From an optimization exercise on the open Yosys and OpenROAD flow, aimed at small area; shortcuts taken in it are not production practice.
RTL that was checked went through simulation tests only; none was proved equivalent to the original.
Power is estimated from default activity; no workload was simulated.

// cgra_tile
module cgra_tile
(
    input  logic         clk,
    input  logic         reset,
    input  logic         i_start_exec,
    input  logic [63:0]  i_ctrl,
    input  logic [3:0]   i_flit_valid,
    input  logic [127:0] i_flit_data,
    input  logic [31:0]  i_mem_rdata,
    output logic         o_result_valid,
    output logic [31:0]  o_result_data,
    output logic         o_mem_read,
    output logic         o_mem_write,
    output logic [8:0]   o_mem_addr,
    output logic [3:0]   o_mem_be,
    output logic [31:0]  o_mem_wdata,
    output logic [4:0]   o_loop_start,
    output logic [4:0]   o_loop_end
);
Settings: LEC_CHECK=0, CAP_MARGIN=20, CELL_PAD_IN_SITES_DETAIL_PLACEMENT=1, CELL_PAD_IN_SITES_GLOBAL_PLACEMENT=1, CORE_MARGIN=2, CORE_UTILIZATION=40, SLEW_MARGIN=20; clock period 5.5 ns.
standard.sh (not shown) runs the stock make flow with config.mk's settings and CLKGATE_MAP_FILE= SYNTH_SCRIPT=/design/flow/synth_recipe.tcl, a recipe that flattens the netlist after the stock synthesis.
==> flow/flow/run.sh <==
#!/bin/bash
# The standard layout (standard.sh) with these changes to how it is made:
#  - abc maps with flow/abc_area_only.script: area-oriented rounds of
#    &dch and &nf with a relaxed delay target, and no buffering or upsizing
#    at the end; the flow's own timing repair then sizes what timing needs,
#  - port buffers use the smallest buffer cell,
#  - CTS adds no dummy loads and clusters up to 20 sinks per leaf buffer.
# The tools' logs are under orfs/logs; make's own output goes to
# make_finish.log here.
set -euo pipefail
here=$(pwd)
rm -rf "$here/scripts_mod"
cp -r "$FLOW_HOME/scripts" "$here/scripts_mod"
cp "$here/flow/abc_area_only.script" "$here/scripts_mod/abc_speed.script"
export SCRIPTS_DIR="$here/scripts_mod"
export BUFFER_PORTS_ARGS="-buffer_cell sky130_fd_sc_hd__buf_1"
export CTS_ARGS="-sink_clustering_enable -repair_clock_nets -dont_use_dummy_load -sink_clustering_size 20 -sink_clustering_max_diameter 80"
bash standard.sh finish > make_finish.log 2>&1
==> flow/flow/abc_area_only.script <==
&get -n
&st
&dch
&nf -R 1000
&st
&dch -f
&nf -R 1000
&st
&dch -f
&nf -R 1000
&st
&dch -f
&nf -R 1000
&put
topo
stime -c
dnsize -c
Rerun with:
--- a/flow/config.mk
+++ b/flow/config.mk
@@ -9,2 +8,0 @@
-export CELL_PAD_IN_SITES_DETAIL_PLACEMENT = 1
-export CELL_PAD_IN_SITES_GLOBAL_PLACEMENT = 1
Synthesized cell count is unchanged.
Clock skew fell by 0.0039 ns.
Wire length fell by about 6%.
Die area does not change.
Setup slack gains 0.0032 ns.
Final area barely changes.
Total power fell by about 1%.
Fmax barely changes.
Via count fell by 1.6%.
Non-clock buffer count does not change.
Register-to-register slack hardly moves.
Rerun with:
--- a/flow/flow/run.sh
+++ b/flow/flow/run.sh
@@ -7 +7 @@
-#  - CTS adds no dummy loads and clusters up to 20 sinks per leaf buffer.
+#  - CTS adds no dummy loads and clusters up to 25 sinks per leaf buffer.
@@ -17 +17 @@
-export CTS_ARGS="-sink_clustering_enable -repair_clock_nets -dont_use_dummy_load -sink_clustering_size 20 -sink_clustering_max_diameter 80"
+export CTS_ARGS="-sink_clustering_enable -repair_clock_nets -dont_use_dummy_load -sink_clustering_size 25 -sink_clustering_max_diameter 100"
--- a/flow/config.mk
+++ b/flow/config.mk
@@ -8,0 +9,2 @@
+export CELL_PAD_IN_SITES_DETAIL_PLACEMENT = 1
+export CELL_PAD_IN_SITES_GLOBAL_PLACEMENT = 1
Cell count fell by about 0.37%.
Total power fell by 3.2%.
Routed wire length rose by 6.4%.
Global-route usage rose by 2.7 points.
Setup slack got worse by 0.028 ns.


Setup of P:
cgra_tile, a different RTL version from the one above (not shown whole).
Size: ~240 flip-flops, about 320 I/O pins, about 0.014 sq mm of cells after synthesis.
export LEC_CHECK = 0
export CAP_MARGIN = 20
export CORE_MARGIN = 2
export CORE_UTILIZATION = 40
export SLEW_MARGIN = 20
create_clock -name core_clock -period 5.5 [get_ports {clk}]
==> flow/flow/run.sh <==
#!/bin/bash
# The standard layout (standard.sh) with these changes to how it is made:
#  - abc maps with a relaxed delay target (&nf -R 100) and without its final
#    buffering and upsizing, so the netlist starts small; the flow's own
#    timing repair then sizes what the timing needs,
#  - port buffers use the smallest buffer cell,
#  - CTS adds no dummy loads and clusters up to 20 sinks per leaf buffer.
# Each tool's output goes to the logs under orfs/logs; make's own output
# goes to make_finish.log here.
set -euo pipefail
here=$(pwd)
rm -rf "$here/scripts_mod"
cp -r "$FLOW_HOME/scripts" "$here/scripts_mod"
sed -i 's/^&nf$/\&nf -R 100/; /^buffer -c$/d; /^upsize -c$/d' "$here/scripts_mod/abc_speed.script"
export SCRIPTS_DIR="$here/scripts_mod"
export BUFFER_PORTS_ARGS="-buffer_cell sky130_fd_sc_hd__buf_1"
export CTS_ARGS="-sink_clustering_enable -repair_clock_nets -dont_use_dummy_load -sink_clustering_size 20 -sink_clustering_max_diameter 80"
bash standard.sh finish > make_finish.log 2>&1
> inputs changed (P -> Q)
==> flow/flow/run.sh <==
#!/bin/bash
# The standard layout (standard.sh) with three changes to how it is made:
#  - port buffers use the smallest buffer cell,
#  - CTS adds no dummy loads to balance the tree,
#  - after global route, gates off the critical paths are downsized.
set -euo pipefail
export BUFFER_PORTS_ARGS="-buffer_cell sky130_fd_sc_hd__buf_1"
export CTS_ARGS="-sink_clustering_enable -repair_clock_nets -dont_use_dummy_load -sink_clustering_size 30 -sink_clustering_max_diameter 100"
export RECOVER_POWER=100
bash standard.sh finish > make_finish.log 2>&1
Q: flow complete, layout not clean; failing: capacitance limit, slew limit. In Q, the signed area change from the synthesized netlist to the final layout came out 6.2 points below the value in P. Area after synthesis is higher on Q. Against P as the reference, Q delivers a higher final routed wirelength across all metal layers.
Relative to Q, the following input files were edited for R:
==> flow/flow/run.sh <==
#!/bin/bash
# The standard layout (standard.sh) with these changes to how it is made:
#  - port buffers use the smallest buffer cell,
#  - CTS adds no dummy loads and clusters up to 20 sinks per leaf buffer.
# Each tool's output goes to the logs under orfs/logs; make's own output
# goes to make_finish.log here.
set -euo pipefail
here=$(pwd)
export BUFFER_PORTS_ARGS="-buffer_cell sky130_fd_sc_hd__buf_1"
export CTS_ARGS="-sink_clustering_enable -repair_clock_nets -dont_use_dummy_load -sink_clustering_size 20 -sink_clustering_max_diameter 80"
bash standard.sh finish > make_finish.log 2>&1
==> comparison <==
R: done, clean on timing, DRC and antenna
In R relative to Q, maximum vdd drop had gone up by a few percent.
Taking Q as the reference, in R combinational power share decreased 1.0 points, clock power increased about 20%.
Input-level comparison between S and R:
==> flow/flow/run.sh <==
#!/bin/bash
# The standard layout (standard.sh) with three changes to how it is made:
#  - port buffers use the smallest buffer cell,
#  - CTS adds no dummy loads to balance the tree,
#  - after global route, gates off the critical paths are downsized.
set -euo pipefail
export BUFFER_PORTS_ARGS="-buffer_cell sky130_fd_sc_hd__buf_1"
export CTS_ARGS="-sink_clustering_enable -repair_clock_nets -dont_use_dummy_load"
export RECOVER_POWER=100
bash standard.sh finish > make_finish.log 2>&1
Results
- Changes observed in S relative to R: net switching power of the design has increased, all-layer global routing usage shows an increase of 0.21 points, share of total power in the clock network saw an increase, sequential power stayed essentially flat, register-to-register setup slack fell 0.13 ns.
- On routed length on met1, the higher figure sits with S, not R.
- Compared S vs R, and maximum operating frequency is down in S.
- From the logs: S reached the end of the flow and failed the layout checks with capacitance limit, slew limit.
- There was hardly any difference in multi-input combinational cell area between S and R.
- Compared with R, global-route wire length before repair in S increased slightly.


delta:
cgra_tile with an RTL version that a note above also has.
For scale: ~240 flip-flops, about 320 I/O pins, ~13,000 sq um of cells after synthesis.
==> flow/config.mk <==
export PLATFORM = sky130hd
export DESIGN_NAME = cgra_tile
export DESIGN_NICKNAME = cgra_tile
export VERILOG_FILES = /design/flow/design.v
export SDC_FILE = /design/flow/constraint.sdc
export NUM_CORES = 4
export LEC_CHECK = 0
export CAP_MARGIN = 20
export CELL_PAD_IN_SITES_DETAIL_PLACEMENT = 1
export CELL_PAD_IN_SITES_GLOBAL_PLACEMENT = 1
export CORE_MARGIN = 2
export CORE_UTILIZATION = 40
export SLEW_MARGIN = 20
==> flow/constraint.sdc <==
create_clock -name core_clock -period 5.5 [get_ports {clk}]
set_input_delay 1.1000 -clock core_clock [delete_from_list [all_inputs] [get_ports {clk}]]
set_output_delay 1.1000 -clock core_clock [all_outputs]
set_load 0.01 [all_outputs]
==> flow/flow/run.sh <==
#!/bin/bash
# The standard layout (standard.sh) with these changes to how it is made:
#  - abc maps with flow/abc_area_only.script: area-oriented rounds of
#    &dch and &nf with a relaxed delay target, and no buffering or upsizing
#    at the end; the flow's own timing repair then sizes what timing needs,
#  - port buffers use the smallest buffer cell,
#  - CTS adds no dummy loads and clusters up to 14 sinks per leaf clkbuf_8.
# The tools' logs are under orfs/logs; make's own output goes to
# make_finish.log here.
set -euo pipefail
here=$(pwd)
rm -rf "$here/scripts_mod"
cp -r "$FLOW_HOME/scripts" "$here/scripts_mod"
cp "$here/flow/abc_area_only.script" "$here/scripts_mod/abc_speed.script"
export SCRIPTS_DIR="$here/scripts_mod"
export BUFFER_PORTS_ARGS="-buffer_cell sky130_fd_sc_hd__buf_1"
export CTS_ARGS="-sink_clustering_enable -repair_clock_nets -dont_use_dummy_load -sink_clustering_size 14 -sink_clustering_max_diameter 60 -buf_list sky130_fd_sc_hd__clkbuf_8"
bash standard.sh finish > make_finish.log 2>&1
Scripts as last shown in full above: flow/flow/abc_area_only.script
Looking at the reports, delta completed the entire flow and the layout it produced met the timing, DRC and antenna checks.
Edits applied to the flow inputs when going from delta to zinc:
diff --git a/flow/flow/run.sh b/flow/flow/run.sh
--- a/flow/flow/run.sh
+++ b/flow/flow/run.sh
@@ -6,3 +6,3 @@
 #  - port buffers use the smallest buffer cell,
-#  - CTS adds no dummy loads and clusters up to 14 sinks per leaf clkbuf_8.
+#  - CTS adds no dummy loads and clusters up to 20 sinks per leaf buffer.
 # The tools' logs are under orfs/logs; make's own output goes to
@@ -16,3 +16,3 @@
 export BUFFER_PORTS_ARGS="-buffer_cell sky130_fd_sc_hd__buf_1"
-export CTS_ARGS="-sink_clustering_enable -repair_clock_nets -dont_use_dummy_load -sink_clustering_size 14 -sink_clustering_max_diameter 60 -buf_list sky130_fd_sc_hd__clkbuf_8"
+export CTS_ARGS="-sink_clustering_enable -repair_clock_nets -dont_use_dummy_load -sink_clustering_size 20 -sink_clustering_max_diameter 80"
 bash standard.sh finish > make_finish.log 2>&1
diff --git a/flow/config.mk b/flow/config.mk
--- a/flow/config.mk
+++ b/flow/config.mk
@@ -12,2 +12,3 @@
 export CORE_UTILIZATION = 40
+export GPL_TIMING_DRIVEN = 0
 export SLEW_MARGIN = 20
Results
- zinc: done, clean on timing, DRC and antenna
- delta | status: complete | timing, DRC, antenna: pass
- Relative to delta, the number of antenna violations at the first check in global routing of zinc is higher by 3.
- Compare delta and zinc | buffering overhead higher: zinc
- In zinc, the design area came out 400 sq um above the value in delta.


Setup of north:
cgra_tile, a different RTL version from the one above (not shown whole).
Size: roughly 1800 cells after synthesis, about 320 I/O pins, roughly 16000 um^2 of cells after synthesis.
clock: 5.5 ns
lec_check: 0
cap_margin: 20
core_margin: 2
core_utilization: 40
cts_buf_list: sky130_fd_sc_hd__clkbuf_4
gpl_timing_driven: 0
slew_margin: 20
run.sh (not shown) runs the stock make flow with config.mk's settings and CLKGATE_MAP_FILE= SYNTH_SCRIPT=/design/flow/synth_recipe.tcl, a recipe that flattens the netlist after the stock synthesis.
Stock flow here: none of the scripts above is used.
north had finished all stages when the layout checks came back failing, citing negative setup slack.
## Diff of input files: south against north
Settings: a deleted CTS_BUF_LIST that had been sky130_fd_sc_hd__clkbuf_4; a deleted GPL_TIMING_DRIVEN that had been 0.
--- outcome ---
south went all the way through the flow, and no timing, DRC or antenna check failed.
Cmp south and north / via count / higher: north
| via count of the first global-routing pass | lower: south |
Going from north to south, routed wire length went down 8500 um; non-clock buffer instance count of the final layout increased 108.
Diff north -> south: detailed-routing wirelength on met1 now sits lower, post-synthesis async set-or-reset flop share now sits at about the same level, wire length on met3 now sits lower.
Comparing the two runs side by side, south comes out behind north on area of all placed cells without fillers.
In the reports for south and north, the smaller power belongs to north.
Diff north -> south | routability-driven placement congestion ratio | down slightly
For north, the launching instance or port of the critical path was i_ctrl[0], unlike south, where it was i_ctrl[5].
Input changes introduced in east (baseline for comparison: south):
Settings: GPL_TIMING_DRIVEN newly set to 0.
==> flow/flow/run.sh (new file) <==
#!/bin/bash
# The standard layout, with the port buffers made from the smallest buffer cell
set -euo pipefail
export BUFFER_PORTS_ARGS="-buffer_cell sky130_fd_sc_hd__buf_1"
bash standard.sh finish > make_finish.log 2>&1
==> flow/standard.sh (new file) <==
#!/bin/bash
# synth_recipe.tcl (not shown) runs the flow's synth.tcl, then flattens the netlist and writes it again
# the make line also repeats each setting of config.mk as NAME=value (left out here)
make -C /OpenROAD-flow-scripts/flow DESIGN_CONFIG=/design/flow/config.mk WORK_HOME=/design/flow/orfs CLKGATE_MAP_FILE= SYNTH_SCRIPT=/design/flow/synth_recipe.tcl "${@:-finish}"
removed: flow/run.sh
--- outcome ---
[flow] east | stages: complete | final checks: fail | reason: negative setup slack
Compared to south, east has shortest period the worst path allows 410 ps higher.
Taking south as the reference, in east critical path depth decreased by 3 relative to the old numbers; worst supply voltage drop on vdd decreased by 4.9% relative to the old numbers; post-route met1 wirelength increased by about 5% relative to the old numbers; final cell area excluding filler cells decreased by about 12% relative to the old numbers; final antenna diode count closely matched the old numbers.
Comparing south and east, worst setup slack is higher on south.
Changes observed in east relative to south: area occupied by multi-input gates rose by 2.0%, count of cells along the worst register-to-register path now smaller, global-route wire length before repair saw an increase, DRC marker count from the first detailed-route iteration climbed 323.
What west does differently from east at the input level:
Settings: a deleted GPL_TIMING_DRIVEN that had been 0.
- west ran to completion and came out clean on the timing, DRC and antenna checks.
- Diff east -> west: sequential share of cell area lost 1.3 points; count of plain and timing-repair buffers in the layout now sits higher.
- Going from east to west, setup slack now sits higher, number of cells on the critical path saw an increase, count of clock-buffer cells in the layout fell 3.7%, combinational-cell power consumption now sits higher.
No functional check of the RTL was part of any run of this note.


== job 1164 ==
RTL: one of the versions met above, not the one the previous note started from.
For scale: roughly 240 flip-flops, about 320 I/O pins, roughly 0.015 sq mm of cells after synthesis.
==> flow/config.mk <==
export PLATFORM = sky130hd
export DESIGN_NAME = cgra_tile
export DESIGN_NICKNAME = cgra_tile
export VERILOG_FILES = /design/flow/design.v
export SDC_FILE = /design/flow/constraint.sdc
export NUM_CORES = 4
export LEC_CHECK = 0
export CAP_MARGIN = 20
export CORE_MARGIN = 2
export CORE_UTILIZATION = 40
export GPL_TIMING_DRIVEN = 0
export SLEW_MARGIN = 20
==> flow/constraint.sdc <==
create_clock -name core_clock -period 5.5 [get_ports {clk}]
set_input_delay 1.1000 -clock core_clock [delete_from_list [all_inputs] [get_ports {clk}]]
set_output_delay 1.1000 -clock core_clock [all_outputs]
set_load 0.01 [all_outputs]
standard.sh (not shown) runs the stock make flow with config.mk's settings and CLKGATE_MAP_FILE= SYNTH_SCRIPT=/design/flow/synth_recipe.tcl, a recipe that flattens the netlist after the stock synthesis.
==> flow/flow/run.sh <==
#!/bin/bash
# The standard layout, with the port buffers made from the smallest buffer cell
set -euo pipefail
export BUFFER_PORTS_ARGS="-buffer_cell sky130_fd_sc_hd__buf_1"
bash standard.sh finish > make_finish.log 2>&1
> inputs changed (job 1164 -> job 9669)
-- flow/config.mk --
<<< job 1164, line 9
export CORE_MARGIN = 2
export CORE_UTILIZATION = 40
export GPL_TIMING_DRIVEN = 0
export SLEW_MARGIN = 20
>>> job 9669, line 9
export CORE_MARGIN = 2
export CORE_UTILIZATION = 40
export SLEW_MARGIN = 20
==> comparison <==
Fraction of power consumed by combinational cells: job 9669 vs job 1164 down 1.4 points. Summary of job 9669 over job 1164: total via count after detailed routing decreased by about 4.7% relative to the old numbers, CTS sink count closely matched the old numbers.

re-timing with driven ports:
How much do the figures lean on ideal ports? The routed layouts below were timed once more, with nothing changed but the port constraints.
Step 1 (the two cells are an assumption about what drives the block):
set clk [get_ports {clk}]
set_driving_cell -lib_cell sky130_fd_sc_hd__clkbuf_16 $clk
set_driving_cell -lib_cell sky130_fd_sc_hd__buf_2 [delete_from_list [all_inputs] $clk]
Step 2 also shifts input and output timing later by t, the mid clock arrival at the registers, as if the neighbouring blocks saw the same clock.
Slacks: no drivers / after step 1 / after step 2; pairs: no drivers / after step 1.
run | t, ns | setup WS [ns] | hold WS [ns] | clock arrival spread, ns
the first run of note 1 | 0.551 | 0.397 / 0.397 / 0.397 | 0.335 / 0.335 / 0.335 | 0.045 / 0.046
the second run of note 1 | 0.542 | 0.401 / 0.401 / 0.401 | 0.330 / 0.330 / 0.330 | 0.042 / 0.041
the third run of note 1 | 0.531 | 0.372 / 0.372 / 0.372 | 0.339 / 0.339 / 0.339 | 0.053 / 0.054
P | 0.538 | 0.551 / 0.551 / 0.551 | 0.323 / 0.323 / 0.323 | 0.073 / 0.073
Q | 0.522 | 0.452 / 0.452 / 0.452 | 0.337 / 0.337 / 0.337 | 0.058 / 0.058
R | 0.528 | 0.618 / 0.618 / 0.618 | 0.318 / 0.318 / 0.318 | 0.017 / 0.018
S | 0.578 | 0.493 / 0.493 / 0.434 | 0.327 / 0.327 / 0.327 | 0.068 / 0.069
delta | 0.627 | 0.376 / 0.376 / 0.376 | 0.341 / 0.341 / 0.341 | 0.064 / 0.065
zinc | 0.548 | 0.227 / 0.227 / 0.227 | 0.332 / 0.332 / 0.332 | 0.094 / 0.093
north | 0.804 | -0.040 / -0.003 / -0.807 | 0.276 / 0.276 / 0.276 | 0.112 / 0.112
south | 0.599 | 0.372 / 0.378 / -0.220 | 0.316 / 0.316 / 0.316 | 0.014 / 0.015
east | 0.591 | -0.040 / -0.027 / -0.617 | 0.319 / 0.319 / 0.319 | 0.019 / 0.019
west | 0.613 | 0.203 / 0.235 / -0.378 | 0.286 / 0.286 / 0.286 | 0.047 / 0.048
job 1164 | 0.601 | 0.212 / 0.212 / 0.212 | 0.347 / 0.347 / 0.347 | 0.017 / 0.017
job 9669 | 0.604 | 0.660 / 0.660 / 0.660 | 0.327 / 0.327 / 0.327 | 0.030 / 0.030
With both steps, setup timing fails in south and west, where it was met with ideal ports. The setup slack of north, which loses most, moves by +0.037 ns with the drivers and by -0.767 ns with both steps.
